Source: an optimization exercise on an open RTL-to-GDS flow (aim: small area and few clock cycles per item). Production flows keep margins and buffers that such runs may drop.
The RTL was checked by simulation tests, not by an equivalence proof against the original design.

## flow/design.v (module list and top-level ports; edited modules follow where they fit)
// module h2o_serial_accum: 1808 lines
// module h2o_fa: 4 lines
// module h2o_ha: 4 lines
module h2o_serial_accum (
  input  logic               clk,
  input  logic               rst_n,
  input  logic signed [31:0] h_data,
  input  logic               h_valid,
  input  logic               h_last,
  output logic               h_ready,
  output logic signed [31:0] y_data,
  output logic               y_valid,
  input  logic               y_ready,
  output logic               frame_err
);
  // ...
==> flow/run.sh <==
#!/bin/bash
# synth_recipe.tcl (not shown) runs the flow's synth.tcl, then flattens the netlist and writes it again
# the make line also repeats each setting of config.mk as NAME=value (left out here)
make -C /OpenROAD-flow-scripts/flow DESIGN_CONFIG=/design/flow/config.mk WORK_HOME=/design/flow/orfs CLKGATE_MAP_FILE= SYNTH_SCRIPT=/design/flow/synth_recipe.tcl finish
==> flow/config.mk <==
export PLATFORM = sky130hd
export DESIGN_NAME = h2o_serial_accum
export DESIGN_NICKNAME = h2o_serial_accum
export VERILOG_FILES = /design/flow/design.v
export SDC_FILE = /design/flow/constraint.sdc
export NUM_CORES = 4
export LEC_CHECK = 0
export CAP_MARGIN = 20
export CORE_MARGIN = 2
export CORE_UTILIZATION = 40
export SLEW_MARGIN = 20
export SYNTH_HIERARCHICAL = 1
export SYNTH_MINIMUM_KEEP_SIZE = 0
==> flow/constraint.sdc <==
create_clock -name core_clock -period 8.0 [get_ports {clk}]
set_input_delay 1.6000 -clock core_clock [delete_from_list [all_inputs] [get_ports {clk}]]
set_output_delay 1.6000 -clock core_clock [all_outputs]
set_load 0.01 [all_outputs]
==> flow_metrics.py, run 1 <==
metrics = {
    "timing": {
        "final.min_clock_period_ns": 7.64,
        "worstMarginPinSlew_ns": 0.905,
        "worst_slack_ns": 0.356,
        "whs_ns": 0.547,
        "max_slew_margin_pct": 38.9,
    },
    "logic_synthesis": {
        "yosysSeqAreaShare_pct": 7.08,
        "yosys.area.top_type": "fa_1",
    },
    "layout": {
        "n_all_inverters": 29,
        "design_area_mm2": 0.0148,
        "clockNetworkAreaShare_pct": 0.992,
        "area_growth_pct": 22.2,
        "design.seq.count": 41,
        "largest_reg_flops": 34,
        "buffer_area_share_pct": 15.0,
        "utilization_pct": 49.7,
        "final_nets": 1745,
        "fillCellCount": 2786,
    },
    "critical_path": {
        "path_class": "primary input to flip-flop",
        "r2r-start": "r_idx[1]$_DFFE_PN0P_",
        "cpMostUsedCell": "fa_1",
        "path_buf_inv": 3,
        "crit_fanout": 10,
        "cp-end-kind": "flip-flop",
        "rr_endpoint": "r_acc[17]$_DFF_P_",
        "worst_ep_arrival_time_ns": 7.87,
    },
    "die": {
        "num_tap_cells": 390,
        "die_h_um": 178,
        "coreArea_mm2": 0.0297,
        "start_util_pct": 40.7,
    },
    "global_routing": {
        "first_global_vias": 10900,
        "grt_use_met2_pct": 41.0,
        "met3_usage_pct": 2.53,
    },
    "placed_design": {
        "dpl_cell_area_mm2": 0.0142,
    },
    "run_status": {
        "outcome": "timing/DRC/antenna clean",
    },
}
Testbench counts, summed over its fixed seeds: cycles 10,248, frames 512.
==> run 2: changes to the inputs <==
==> flow/flow/run.sh (new file) <==
#!/bin/bash
# The standard layout, with the smallest buffer on each port.
set -euo pipefail
export BUFFER_PORTS_ARGS="-buffer_cell sky130_fd_sc_hd__buf_1"
bash standard.sh > standard.log 2>&1
==> flow/standard.sh (new file) <==
#!/bin/bash
# synth_recipe.tcl (not shown) runs the flow's synth.tcl, then flattens the netlist and writes it again
# the make line also repeats each setting of config.mk as NAME=value (left out here)
make -C /OpenROAD-flow-scripts/flow DESIGN_CONFIG=/design/flow/config.mk WORK_HOME=/design/flow/orfs CLKGATE_MAP_FILE= SYNTH_SCRIPT=/design/flow/synth_recipe.tcl "${@:-finish}"
removed: flow/run.sh
==> flow_metrics.py, run 2 <==
metrics = {
    "timing": {
        "final.min_clock_period_ns": 7.70,
        "worst_slack_ns": 0.298,
        "slew_viol_final": 0,
        "worstMarginPinSlew_ns": 1.07,
        "hold_viol": 0,
        "finalCritPeriodShare_pct": 96.3,
        "max_slew_margin_pct": 26.7,
        "fmax_mhz": 130,
        "rsz0062_at_grt": "false",
        "finalClockSkew_ns": 0.0115,
        "setup_viol": 0,
    },
    "layout": {
        "largest_reg_flops": 34,
        "final_nets": 1689,
        "final_cell_count_no_fill": 1789,
        "regArea_um2": 856,
        "regMostFlops": "r_acc",
        "area_growth_pct": 12.6,
        "fillCellCount": 2927,
        "top_regs": "r_acc (34), r_idx (5)",
        "multi_input_area_mm2": 0.0107,
        "drive_gt1_share_pct": 11.1,
        "layout_common_cells": "a22oi_1, xnor2_1, fa_1, buf_4, nand2_1",
        "final_common_cell": "a22oi_1",
    },
    "global_routing": {
        "grt_max_degree": 33,
        "busiest_layer": "met2",
        "met1_usage_pct": 32.9,
        "grt_use_met2_pct": 39.0,
        "antenna_found_initial": 1,
        "grt_usage_pct": 24.3,
        "met3_usage_pct": 3.79,
        "first_global_vias": 10700,
        "grt_pass1_wl_um": 59400,
        "gr-total-overflow": 0,
    },
    "logic_synthesis": {
        "synth-main-ff-cell": "dfxtp_1",
        "synth_top_family_by_area": "adder cells",
        "avgSynthCellArea_um2": 9.12,
        "synth_edf_count": 0,
        "yosysSeqAreaShare_pct": 7.08,
        "synth_most_common_cell": "a22oi_1",
        "yosys.area_share.xor_xnor_pct": 18.0,
        "synthCells": 1325,
        "synth_cell_types": 65,
        "netlist_area_mm2": 0.0121,
        "synth_compound_area_share_pct": 21.8,
        "synthSimpleGateAreaFrac_pct": 10.1,
        "muxShareOfSynthArea_pct": 0.435,
        "synth_adder_area_share_pct": 37.7,
        "synthArstFlopShare_pct": 17.1,
        "netlist.area_leader.share_pct": 29.8,
        "yosys.area.top_type": "fa_1",
        "yosys-top-cells-count": "a22oi_1, xnor2_1, fa_1",
        "synth_warnings": 7,
        "synth_seq_cells": 41,
        "synthTopCellsByArea": "fa_1, xnor2_1, a22oi_1",
    },
    "die": {
        "die_x_um": 178,
        "rows": 63,
        "coreArea_mm2": 0.0297,
        "start_util_pct": 40.7,
        "die_h_um": 178,
        "ios": 72,
        "die_area_mm2": 0.0316,
    },
    "critical_path": {
        "crit_fanout": 7,
        "r2r-start": "r_idx[0]$_DFFE_PN0P_",
        "cp-end-kind": "flip-flop",
        "r2r_slack_ns": 0.57,
        "path_class": "primary input to flip-flop",
        "cp.required_ns": 8.23,
        "crit_chain": "buf_1 -> nand2b_1 -> nand2_1 -> buf_4 -> a2111oi_2 -> buf_4 -> a22oi_1 -> xnor2_1 -> fa_1 -> fa_1 -> fa_1 -> fa_1 -> ha_1 -> and4_1 -> and3_1 -> or4b_1 -> or4_4 -> and2_4 -> o31ai_4 -> inv_1 -> fa_1 -> xnor2_1",
        "worst_ep_arrival_time_ns": 7.93,
        "cpMostUsedCell": "fa_1",
        "slowest_delay_ns": 0.57,
        "cp_slowest_cell": "fa_1",
        "worstSetupStartpointType": "primary input",
        "reg2reg_depth": 23,
        "crit_start": "y_ready",
        "rr_endpoint": "r_acc[18]$_DFF_P_",
    },
    "flow_run": {
        "drv_cap": 0,
    },
    "placed_design": {
        "dp.cells": 1779,
        "place_congestion": 0.896,
        "port_buffers": 71,
        "hpwl_um": 28500,
        "dp_slack_ns": -0.0601,
    },
    "detailed_routing": {
        "route.antenna.remaining_nets": 0,
        "drtPass1Iterations": 7,
        "first_iter_violations": 1025,
        "wl_per_cell_um": 20.5,
        "route.detailed.drc": 0,
        "vias_per_cell": 5.80,
        "vias": 10400,
        "drt_wl_total_um": 36700,
    },
    "cts": {
        "cts.htree.levels": 2,
        "postCtsSetupBuffers": 0,
        "hold_buffers": 0,
        "clk_pin_slew_ns": 0.07,
        "cts_made_buffers": 5,
        "cts_buffer_depth": 2,
        "cts_tree": "done",
        "insertion_delay_ns": 0.33,
        "cts_sinks": 41,
        "root_buffer": "clkbuf_16",
    },
    "worst_hold_path": {
        "hold_class": "flip-flop to flip-flop",
        "worstHoldEndpoint": "r_acc[33]$_DFF_P_",
        "hold_depth": 2,
        "min_from": "r_acc[33]$_DFF_P_",
    },
    "run_status": {
        "outcome": "timing/DRC/antenna clean",
    },
}
## run 2: cell counts after synthesis
Identical to the previous run, type by type.
## run 2: worst max-delay path by stage
stage	endpoint
2_1_floorplan	r_acc[18]$_DFF_P_
3_3_place_gp	r_acc[33]$_DFF_P_
3_5_place_dp	r_acc[33]$_DFF_P_
4_1_cts	r_acc[33]$_DFF_P_
5_1_grt	r_acc[18]$_DFF_P_
6_report	r_acc[18]$_DFF_P_
## run 2: area by class of cell
class                   instances  share of cell area, %
multi-input cells            1130                   78.7
repair buffers                189                   9.39
flip-flops and latches         41                   6.29
well taps                     390                   3.59
clock buffers                   6                  0.947
inverters                      29                  0.800
clock inverters                 2                  0.285
diodes                          2                 0.0368
## run 2: timing repair
| item | CTS | global route |
|---|---|---|
| setup endpoints to repair | 0 | 1 |
| gates resized for setup | 0 | 1 |
| endpoints found under the hold margin | 0 | 0 |
## run 2: per-module statistics from Yosys (local to each module, per instance)
module	cell area, um^2	flops+latches
h2o_fa	20.0	0
h2o_serial_accum	8270	41
h2o_ha	12.5	0
## run 2: stage by stage
stage	utilization (%)	hold slack [ns]	instance area (um^2)	setup TNS, ns
global placement	45.2	0.538	13400	-0.00462
finish	45.8	0.527	13600	0
floorplan	-	0.490	12100	0
global route	45.8	0.573	13600	0
detailed placement	45.2	0.526	13400	-0.0607
CTS	45.7	0.539	13600	0
## run 2: logic make-up after synthesis
family	after synthesis
AO/OA/AOI/OAI	362
AND/OR/NAND/NOR	259
adder cells (fa/ha/maj)	256
XOR/XNOR	248
buffers and inverters	154
flip-flops	41
multiplexers	5
## run 2: critical path, delay by kind of cell
family | cells | cell delay [ns]
adders and majority gates | 6 | 2.74
xor gates and xnor gates | 2 | 0.32
buffers and inverters | 4 | 0.59
and+or+nand+nor | 7 | 1.88
AOI/OAI and AO/OA | 3 | 0.78
## run 2: metal layers
layer / up-vias / wire (um)
met5: - / 46
met4: 2 / 1090
met3: 55 / 2140
met2: 362 / 17300
met1: 5175 / 16100
li1: 4784 / -
==> run 3: changes to the inputs <==
--- a/flow/config.mk
+++ b/flow/config.mk
@@ -8,6 +8,7 @@
 export CAP_MARGIN = 20
 export CORE_MARGIN = 2
 export CORE_UTILIZATION = 40
+export GPL_TIMING_DRIVEN = 0
 export SLEW_MARGIN = 20
 export SYNTH_HIERARCHICAL = 1
 export SYNTH_MINIMUM_KEEP_SIZE = 0
==> flow_metrics.py, run 3 <==
metrics = {
    "run_status": {
        "outcome": "timing/DRC/antenna clean",
    },
    "detailed_routing": {
        "drtPass1Iterations": 6,
        "vias_per_cell": 5.85,
        "first_iter_violations": 1160,
        "drt_wl_total_um": 37700,
        "route.antenna.remaining_nets": 0,
        "wl_per_cell_um": 20.9,
        "vias": 10600,
        "route.detailed.drc": 0,
    },
    "critical_path": {
        "crit_chain": "buf_1 -> nand2b_4 -> nand2_8 -> a21oi_2 -> o31a_1 -> clkbuf_4 -> a22oi_1 -> xnor2_1 -> fa_1 -> fa_1 -> fa_1 -> fa_1 -> ha_1 -> nand3_1 -> or2_1 -> or4b_4 -> or4_4 -> a21oi_4 -> a31o_4 -> a2111oi_2 -> or4_1 -> nand2_1",
        "cp-end-kind": "flip-flop",
        "cp.required_ns": 8.27,
        "worst_ep_arrival_time_ns": 8.14,
        "cpMostUsedCell": "fa_1",
        "worstSetupStartpointType": "primary input",
        "cp_slowest_cell": "fa_1",
        "path_class": "primary input to flip-flop",
        "crit_fanout": 11,
        "slowest_delay_ns": 0.58,
    },
    "cts": {
        "root_buffer": "clkbuf_16",
        "cts_buffer_depth": 2,
        "cts.htree.levels": 2,
        "cts_tree": "done",
        "cts_sinks": 41,
        "cts_made_buffers": 5,
        "clk_pin_slew_ns": 0.06,
        "hold_buffers": 0,
        "insertion_delay_ns": 0.33,
    },
    "timing": {
        "slew_viol_final": 0,
        "whs_ns": 0.538,
        "final.setup.tns_ns": 0,
        "worstMarginPinSlew_ns": 0.775,
        "final.min_clock_period_ns": 7.86,
        "finalCritPeriodShare_pct": 98.3,
        "setup_viol": 0,
        "hold_viol": 0,
        "fmax_mhz": 127,
        "finalClockSkew_ns": 0.00811,
        "max_slew_margin_pct": 48.4,
    },
    "die": {
        "start_util_pct": 40.7,
        "die_x_um": 178,
        "die_area_mm2": 0.0316,
        "die_h_um": 178,
        "ios": 72,
        "rows": 63,
        "coreArea_mm2": 0.0297,
    },
    "logic_synthesis": {
        "synth_cell_types": 65,
        "netlist.area_leader.share_pct": 29.8,
        "synth_seq_cells": 41,
        "yosys.area.top_type": "fa_1",
        "synth_most_common_cell": "a22oi_1",
        "synthCells": 1325,
        "synth_warnings": 7,
        "synthTopCellsByArea": "fa_1, xnor2_1, a22oi_1",
        "netlist_area_mm2": 0.0121,
        "synth-main-ff-cell": "dfxtp_1",
        "yosys-top-cells-count": "a22oi_1, xnor2_1, fa_1",
        "avgSynthCellArea_um2": 9.12,
        "yosysSeqAreaShare_pct": 7.08,
        "synthArstFlopShare_pct": 17.1,
        "synth_edf_count": 0,
    },
    "placed_design": {
        "hpwl_um": 30300,
        "place_congestion": 0.939,
        "port_buffers": 71,
    },
    "layout": {
        "final_common_cell": "a22oi_1",
        "layout_common_cells": "a22oi_1, xnor2_1, fa_1, nand2_1, buf_1",
        "largest_reg_flops": 34,
        "area_growth_pct": 11.0,
        "fillCellCount": 2903,
        "top_regs": "r_acc (34), r_idx (5)",
        "drive_gt1_share_pct": 7.92,
        "num_antenna_cells": 0,
        "final_nets": 1706,
        "regMostFlops": "r_acc",
    },
    "global_routing": {
        "first_global_vias": 10600,
        "grt_usage_pct": 24.7,
        "grt_pass1_wl_um": 59800,
        "grt_max_degree": 14,
        "antenna_found_initial": 0,
        "gr-total-overflow": 0,
    },
    "worst_hold_path": {
        "hold_class": "flip-flop to flip-flop",
    },
    "flow_run": {
        "drv_cap": 0,
    },
}
==> run 3: cell types whose count changed in the layout (fill, tap and decap cells not counted), moves of 2 or more <==
cell      change
clkbuf_2     +15
diode_2       -2
clkbuf_1     +66
ha_1          -2
buf_1         +5
buf_12       -10
buf_4        -91
buf_2        +14
a211oi_2      +3
nor2_2        -4
nor2_4        +5
clkbuf_4     +12
buf_6         +4
a211oi_1      -3
==> run 3: path summary, 6_finish.rpt <==
check	endpoint	cells after the start	slack [ns]	startpoint
min in group asynchronous	r_idx[0]$_DFFE_PN0P_	1	1.17	rst_n
setup reg to reg	r_acc[33]$_DFF_P_	24	0.25	r_idx[0]$_DFFE_PN0P_
setup / recovery	r_acc[33]$_DFF_P_	22	0.14	y_ready
max in group asynchronous	r_idx[1]$_DFFE_PN0P_	1	6.54	rst_n
hold reg to reg	r_acc[33]$_DFF_P_	2	0.54	r_acc[33]$_DFF_P_
hold / removal	r_acc[33]$_DFF_P_	2	0.54	r_acc[33]$_DFF_P_
==> run 3: layer usage <==
metal	global-route usage, %	vias to the layer above	wire [um]
li1	-	4826	-
met1	33.9	5241	16300
met2	41.0	448	18000
met3	4.09	44	2660
met4	5.40	0	719
met5	0	-	0
==> run 3: per-module statistics from Yosys, one instance, submodules excluded <==
module / cells / area, um^2 / flops+latches
h2o_serial_accum: 1127 / 8270 / 41
h2o_ha: 1 / 12.5 / 0
h2o_fa: 1 / 20.0 / 0
==> run 3: area by class of cell <==
cell class | count | area, um^2 | area share (%)
clock inverters | 2 | 38.8 | 0.289
plain buffers | 123 | 612 | 4.56
repair buffers | 83 | 358 | 2.67
inverters | 29 | 109 | 0.812
clock buffers | 6 | 129 | 0.961
multi-input cells | 1130 | 10800 | 80.7
well taps | 390 | 488 | 3.64
flip-flops and latches | 41 | 857 | 6.39
==> run 3: through the flow <==
| step | instance area [um^2] | utilization [%] | worst slack, ns | cells |
|---|---|---|---|---|
| after floorplan | 12100 | - | 0.0151 | 1325 |
| after global placement | 12800 | 43.2 | -1.34 | 1786 |
| after detailed placement | 12800 | 43.2 | -1.42 | 1786 |
| after CTS | 13200 | 44.6 | 0.00150 | 1793 |
| after global routing | 13400 | 45.1 | -0.0174 | 1804 |
| final | 13400 | 45.1 | 0.136 | 1804 |
==> run 3: logic make-up (layout without fill, tap and decap cells) <==
family                   count (synthesis)  in the layout  synth area share [%]
buffers and inverters                  154            243                  4.96
XOR/XNOR                               248            248                  18.0
AO/OA/AOI/OAI                          362            362                  21.8
flip-flops                              41             41                  7.08
adder cells (fa/ha/maj)                256            256                  37.7
multiplexers                             5              5                 0.435
AND/OR/NAND/NOR                        259            259                  10.1
==> run 3: worst max-delay path: cells and delay by family <==
| kind | cells | cell delay (ns) |
|---|---|---|
| buffers and inverters | 2 | 0.37 |
| xor gates and xnor gates | 1 | 0.22 |
| and+or+nand+nor | 8 | 2.33 |
| AOI/OAI and AO/OA | 6 | 1.26 |
| adders and majority gates | 5 | 2.35 |
==> run 3: repair_timing <==
action,in CTS,in global routing
gates resized for setup,88,40
setup buffers,1,11
endpoints found under the hold margin,0,0
endpoints found under the setup margin,26,13
pin swaps,2,9
==> run 4: changes to the inputs <==
==> flow/flow/run.sh (replaced) <==
#!/bin/bash
# The standard layout, with the smallest buffer on each port and, after
# global routing, non-critical cells sized down as far as timing allows.
set -euo pipefail
export BUFFER_PORTS_ARGS="-buffer_cell sky130_fd_sc_hd__buf_1"
export RECOVER_POWER=100
bash standard.sh > standard.log 2>&1
--- a/flow/config.mk
+++ b/flow/config.mk
@@ -8,7 +8,6 @@
 export CAP_MARGIN = 20
 export CORE_MARGIN = 2
 export CORE_UTILIZATION = 40
-export GPL_TIMING_DRIVEN = 0
 export SLEW_MARGIN = 20
 export SYNTH_HIERARCHICAL = 1
 export SYNTH_MINIMUM_KEEP_SIZE = 0
==> flow_metrics.py, run 4 <==
metrics = {
    "critical_path": {
        "worstSetupStartpointType": "primary input",
        "worst_ep_arrival_time_ns": 7.94,
        "path_buf_inv": 5,
        "r2r_slack_ns": 0.58,
        "path_class": "primary input to flip-flop",
        "crit_family": "adder cells",
        "slowest_delay_ns": 0.59,
        "cp_slowest_cell": "fa_1",
        "cpMostUsedCell": "fa_1",
        "crit_chain": "buf_1 -> nand2b_1 -> nand2_1 -> buf_4 -> buf_4 -> nor2_2 -> buf_4 -> a22oi_1 -> xnor2_1 -> fa_1 -> fa_1 -> fa_1 -> fa_1 -> ha_1 -> and4_1 -> and3_1 -> or4b_1 -> or4_4 -> and2_4 -> o31ai_4 -> inv_1 -> fa_1 -> xnor2_1",
        "crit_fanout": 14,
        "cp.required_ns": 8.23,
        "cp-end-kind": "flip-flop",
    },
    "die": {
        "coreArea_mm2": 0.0297,
        "die_x_um": 178,
        "ios": 72,
        "die_area_mm2": 0.0316,
        "start_util_pct": 40.7,
        "die_h_um": 178,
        "rows": 63,
    },
    "detailed_routing": {
        "drt_wl_total_um": 36800,
        "first_iter_violations": 943,
        "route.detailed.drc": 0,
        "drtPass1Iterations": 6,
        "vias": 10400,
        "wl_per_cell_um": 20.6,
        "route.antenna.remaining_nets": 0,
        "vias_per_cell": 5.81,
    },
    "layout": {
        "largest_reg_flops": 34,
        "utilization_pct": 45.7,
        "final_nets": 1689,
        "top_regs": "r_acc (34), r_idx (5)",
        "final_common_cell": "a22oi_1",
        "design_area_mm2": 0.0136,
        "layout_common_cells": "a22oi_1, xnor2_1, fa_1, nand2_1, buf_4",
        "fillCellCount": 2935,
        "regMostFlops": "r_acc",
        "area_growth_pct": 12.4,
        "final_cell_count_no_fill": 1789,
        "multi_input_area_mm2": 0.0107,
        "drive_gt1_share_pct": 10.6,
        "regArea_um2": 856,
    },
    "logic_synthesis": {
        "synth_cell_types": 65,
        "avgSynthCellArea_um2": 9.12,
        "synthArstFlopShare_pct": 17.1,
        "synth_edf_count": 0,
        "synth_seq_cells": 41,
        "synthCells": 1325,
        "synth_warnings": 7,
        "yosysSeqAreaShare_pct": 7.08,
        "synthTopCellsByArea": "fa_1, xnor2_1, a22oi_1",
        "netlist.area_leader.share_pct": 29.8,
        "synth-main-ff-cell": "dfxtp_1",
        "netlist_area_mm2": 0.0121,
        "synth_most_common_cell": "a22oi_1",
        "yosys-top-cells-count": "a22oi_1, xnor2_1, fa_1",
        "yosys.area.top_type": "fa_1",
    },
    "cts": {
        "cts_made_buffers": 5,
        "cts.htree.levels": 2,
        "cts_tree": "done",
        "cts_buffer_depth": 2,
        "root_buffer": "clkbuf_16",
        "hold_buffers": 0,
        "clk_pin_slew_ns": 0.07,
        "cts_sinks": 41,
        "insertion_delay_ns": 0.33,
    },
    "placed_design": {
        "port_buffers": 71,
        "dp.cells": 1779,
        "dpl_cell_area_mm2": 0.0134,
        "hpwl_um": 28500,
        "dp_slack_ns": -0.0601,
        "place_congestion": 0.896,
    },
    "run_status": {
        "so_faults": "max-capacitance violations, max-slew violations",
        "outcome": "complete, but fails checks",
    },
    "timing": {
        "max_slew_margin_pct": -10.7,
        "worstMarginPinSlew_ns": 1.66,
        "final.min_clock_period_ns": 7.71,
        "finalClockSkew_ns": 0.0115,
        "rsz0062_at_grt": "false",
        "setup_viol": 0,
        "worst_slack_ns": 0.288,
        "finalCritPeriodShare_pct": 96.4,
        "slew_viol_final": 32,
        "fmax_mhz": 130,
        "hold_viol": 0,
        "whs_ns": 0.527,
    },
    "flow_run": {
        "drv_cap": 1,
    },
    "global_routing": {
        "antenna_found_initial": 1,
        "grt_usage_pct": 24.3,
        "first_global_vias": 10700,
        "grt_pass1_wl_um": 59400,
        "grt_max_degree": 33,
        "gr-total-overflow": 0,
    },
    "worst_hold_path": {
        "hold_class": "flip-flop to flip-flop",
    },
}
==> run 4: cell counts after synthesis <==
No cell type changed its count.
==> run 4: kinds of logic (layout without fill, tap and decap cells) <==
kind of cell,count (synthesis),in the layout,synth area share (%)
and+or+nand+nor,259,259,10.1
muxes,5,5,0.435
other,0,2,0
AOI/OAI and AO/OA,362,362,21.8
buffers and inverters,154,226,4.96
DFF,41,41,7.08
adders and majority gates,256,256,37.7
xor gates and xnor gates,248,248,18.0
==> run 4: layout make-up <==
type,count,area share [%]
multi-input cells,1130,78.8
repair buffers,189,9.20
flip-flops and latches,41,6.30
well taps,390,3.59
clock buffers,6,0.949
inverters,29,0.802
clock inverters,2,0.286
diodes,2,0.0369
==> run 4: timing repair <==
item / in CTS / in global routing
endpoints found under the setup margin: 0 / 1
buffers inserted: 0 / 0
gates resized for setup: 0 / 1
==> run 4: stage by stage <==
stage	setup TNS (ns)
floorplan	0
global placement	-0.00462
detailed placement	-0.0607
CTS	0
global route	0
finish	0
==> run 4: modules after synthesis, one instance, submodules excluded <==
| module | times used | flops+latches |
|---|---|---|
| h2o_fa | 178 | 0 |
| h2o_ha | 20 | 0 |
| h2o_serial_accum | 1 | 41 |
==> run 4: worst paths after layout <==
path | startpoint | endpoint | cells past startpoint
max | y_ready | r_acc[18]$_DFF_P_ | 23
min | r_acc[33]$_DFF_P_ | r_acc[33]$_DFF_P_ | 2
max reg2reg | r_idx[3]$_DFFE_PN0P_ | r_acc[18]$_DFF_P_ | 22
min reg2reg | r_acc[33]$_DFF_P_ | r_acc[33]$_DFF_P_ | 2
max in group asynchronous | rst_n | r_idx[3]$_DFFE_PN0P_ | 1
min in group asynchronous | rst_n | r_y_valid$_DFF_PN0_ | 1
==> run 4: tightest hold or removal path, delay by kind of cell, from the launching register on <==
family | cells | cell delay [ns]
simple gates | 1 | 0.05
compound gates | 1 | 0.10
flops | 1 | 0.34
==> run 4: routing by layer <==
metal / part of all wire (%) / track usage, %
met1: 44 / 32.9
met3: 5.7 / 3.79
met4: 3.0 / 9.02
met2: 47 / 39.0
met5: 0.12 / 1.12
==> run 5: changes to the inputs <==
==> flow/flow/run.sh (replaced) <==
#!/bin/bash
# The standard layout, with the smallest buffer on each port and the
# synthesis buffers removed at floorplan (placement repair re-buffers).
set -euo pipefail
export BUFFER_PORTS_ARGS="-buffer_cell sky130_fd_sc_hd__buf_1"
export REMOVE_ABC_BUFFERS=1
bash standard.sh > standard.log 2>&1
--- a/flow/config.mk
+++ b/flow/config.mk
@@ -8,6 +8,7 @@
 export CAP_MARGIN = 20
 export CORE_MARGIN = 2
 export CORE_UTILIZATION = 40
+export GPL_TIMING_DRIVEN = 0
 export SLEW_MARGIN = 20
 export SYNTH_HIERARCHICAL = 1
 export SYNTH_MINIMUM_KEEP_SIZE = 0
==> flow_metrics.py, run 5 <==
metrics = {
    "worst_hold_path": {
        "min_from": "r_acc[33]$_DFF_P_",
        "worstHoldEndpoint": "r_acc[33]$_DFF_P_",
        "hold_depth": 2,
        "hold_class": "flip-flop to flip-flop",
    },
    "critical_path": {
        "cp-end-kind": "flip-flop",
        "reg2reg_depth": 23,
        "crit_fanout": 21,
        "path_class": "primary input to flip-flop",
        "cp.required_ns": 8.27,
        "r2r_slack_ns": 0.29,
        "worst_ep_arrival_time_ns": 8.07,
        "rr_endpoint": "r_acc[33]$_DFF_P_",
        "r2r-start": "r_idx[0]$_DFFE_PN0P_",
        "crit_start": "y_ready",
        "worstSetupStartpointType": "primary input",
    },
    "timing": {
        "setup_viol": 0,
        "worst_slack_ns": 0.208,
        "max_slew_margin_pct": 27.7,
        "final.min_clock_period_ns": 7.79,
        "finalClockSkew_ns": 0.0133,
        "slew_viol_final": 0,
        "worstMarginPinSlew_ns": 1.06,
        "finalCritPeriodShare_pct": 97.4,
        "fmax_mhz": 128,
        "hold_viol": 0,
    },
    "die": {
        "die_area_mm2": 0.0316,
        "die_h_um": 178,
        "ios": 72,
        "coreArea_mm2": 0.0297,
        "rows": 63,
        "die_x_um": 178,
        "start_util_pct": 40.7,
    },
    "placed_design": {
        "place_congestion": 0.873,
        "dpl_cell_area_mm2": 0.0129,
        "dp.cells": 1685,
        "port_buffers": 71,
        "dp_slack_ns": -1.53,
        "hpwl_um": 26800,
    },
    "layout": {
        "final_cell_count_no_fill": 1713,
        "area_growth_pct": 11.2,
        "largest_reg_flops": 34,
        "layout_common_cells": "a22oi_1, xnor2_1, fa_1, nand2_1, ha_1",
        "final_nets": 1615,
        "design_area_mm2": 0.0134,
        "num_antenna_cells": 0,
        "final_common_cell": "a22oi_1",
        "regMostFlops": "r_acc",
        "drive_gt1_share_pct": 7.94,
        "top_regs": "r_acc (34), r_idx (5)",
    },
    "cts": {
        "clk_pin_slew_ns": 0.07,
        "cts_tree": "done",
        "root_buffer": "clkbuf_16",
        "insertion_delay_ns": 0.33,
        "cts_sinks": 41,
        "cts.htree.levels": 2,
        "cts_made_buffers": 5,
        "hold_buffers": 0,
        "cts_buffer_depth": 2,
    },
    "detailed_routing": {
        "vias_per_cell": 6.07,
        "drtPass1Iterations": 6,
        "wl_per_cell_um": 21.5,
        "route.antenna.remaining_nets": 0,
        "vias": 10400,
        "first_iter_violations": 987,
        "route.detailed.drc": 0,
        "drt_wl_total_um": 36800,
    },
    "logic_synthesis": {
        "synth_seq_cells": 41,
        "synth-main-ff-cell": "dfxtp_1",
        "synthArstFlopShare_pct": 17.1,
        "netlist.area_leader.share_pct": 29.8,
        "synth_edf_count": 0,
        "synth_warnings": 7,
        "netlist_area_mm2": 0.0121,
        "synth_most_common_cell": "a22oi_1",
        "yosys-top-cells-count": "a22oi_1, xnor2_1, fa_1",
        "synthTopCellsByArea": "fa_1, xnor2_1, a22oi_1",
        "yosys.area.top_type": "fa_1",
        "yosysSeqAreaShare_pct": 7.08,
        "avgSynthCellArea_um2": 9.12,
        "synthCells": 1325,
        "synth_cell_types": 65,
    },
    "global_routing": {
        "antenna_found_initial": 0,
        "gr-total-overflow": 0,
        "grt_pass1_wl_um": 58900,
        "first_global_vias": 10700,
        "grt_usage_pct": 23.9,
        "grt_max_degree": 43,
    },
    "run_status": {
        "outcome": "timing/DRC/antenna clean",
    },
    "flow_run": {
        "drv_cap": 0,
    },
}
[run 5: cell count changes in the layout (fill, tap and decap cells not counted), sizes merged]
cell	before	now
clkinv	1	3
buf	179	111
clkinvlp	0	1
clkbuf	16	5
diode	2	0
inv	29	28
o31a	5	7
nand2	99	100
[run 5: worst max-delay path by stage]
| stage | endpoint | slack, ns |
|---|---|---|
| after global placement | r_acc[33]$_DFF_P_ | -8.12 |
| after detailed placement | r_acc[33]$_DFF_P_ | -1.53 |
| after CTS | r_acc[18]$_DFF_P_ | 0.005 |
| after global routing | r_acc[33]$_DFF_P_ | -0.03 |
| final | r_acc[33]$_DFF_P_ | 0.21 |
| after floorplan | r_acc[18]$_DFF_P_ | -3.49 |
[run 5: cell type report]
type	instances	area, um^2
repair inverters	1	5.00
clock inverters	3	21.3
inverters	29	140
well taps	390	488
flip-flops and latches	41	862
fillers	2898	16300
clock buffers	5	125
multi-input cells	1133	10900
repair buffers	111	870
[run 5: modules after synthesis (local to each module, per instance)]
module / flops+latches / cells inside / area [um^2] / copies in the design
h2o_fa: 0 / 1 / 20.0 / 178
h2o_serial_accum: 41 / 1127 / 8270 / 1
h2o_ha: 0 / 1 / 12.5 / 20
[run 5: logic make-up after synthesis]
kind of cell / Yosys count / synth area share, %
buf+inv: 154 / 4.96
flops: 41 / 7.08
mux: 5 / 0.435
xor+xnor: 248 / 18.0
fa+ha+maj: 256 / 37.7
simple gates: 259 / 10.1
compound gates: 362 / 21.8
[run 5: layer usage]
layer,vias to the layer above,wire [um],track usage [%]
li1,4645,-,-
met1,5309,15900,32.5
met2,398,17800,39.4
met3,46,2410,3.77
met4,0,660,6.80
met5,-,0,0
[run 5: timing repair]
item,CTS,global route
gates cloned,1,3
gates resized for setup,21,27
endpoints found under the hold margin,0,0
pin swaps,3,16
setup buffers,4,15
endpoints found under the setup margin,27,17
[run 5: stage by stage]
step	util (%)	TNS [ns]	hold WS (ns)
after floorplan	-	-99.79	0.533
after global placement	41.5	-254.95	0.532
after detailed placement	43.3	-32.04	0.552
after CTS	44.3	0	0.565
after global routing	45.2	-0.0256	0.635
final	45.2	0	0.561
[run 5: critical path, cell delays in order]
cell	delay [ns]
buf_1	0.07
nand2b_4	0.17
nand3_1	0.24
a221o_4	0.53
buf_12	0.22
xor2_1	0.20
fa_1	0.61
fa_1	0.45
fa_1	0.57
fa_1	0.44
ha_1	0.34
and4_1	0.25
and3_4	0.24
or4b_1	0.45
or4_4	0.49
a21oi_4	0.28
a31o_4	0.25
a2111oi_2	0.09
or4_1	0.47
nand2_1	0.07

==> afterwards: timing with drivers on the ports <==
In the flow no input, the clock included, has a driving cell. The finished layouts below were timed again as built, in two steps. Step 1: set_driving_cell puts a clkbuf_16 on clk and a buf_2 on each other input, an assumption about the parent block. Step 2 times the ports against the registers' clock, not the clock port: input delays grow and output delays shrink by t, the midpoint of the rising clock arrivals with the driver on. a / b / c = ideal ports / drivers / drivers and shift; a / b = the first two.
run | t (ns) | setup WS [ns] | clock arrival spread, ns | worst register clock-pin slew, ns | cell pins on the clock port's net
run 1 | 0.366 | 0.356 / 0.380 / 0.013 | 0.009 / 0.009 | 0.07 / 0.07 | 1
run 2 | 0.376 | 0.298 / 0.323 / -0.053 | 0.012 / 0.012 | 0.07 / 0.07 | 1
run 3 | 0.375 | 0.136 / 0.163 / -0.212 | 0.008 / 0.008 | 0.07 / 0.07 | 1
run 4 | 0.376 | 0.288 / 0.313 / -0.063 | 0.012 / 0.012 | 0.07 / 0.07 | 1
run 5 | 0.374 | 0.208 / 0.232 / -0.142 | 0.013 / 0.013 | 0.07 / 0.07 | 1
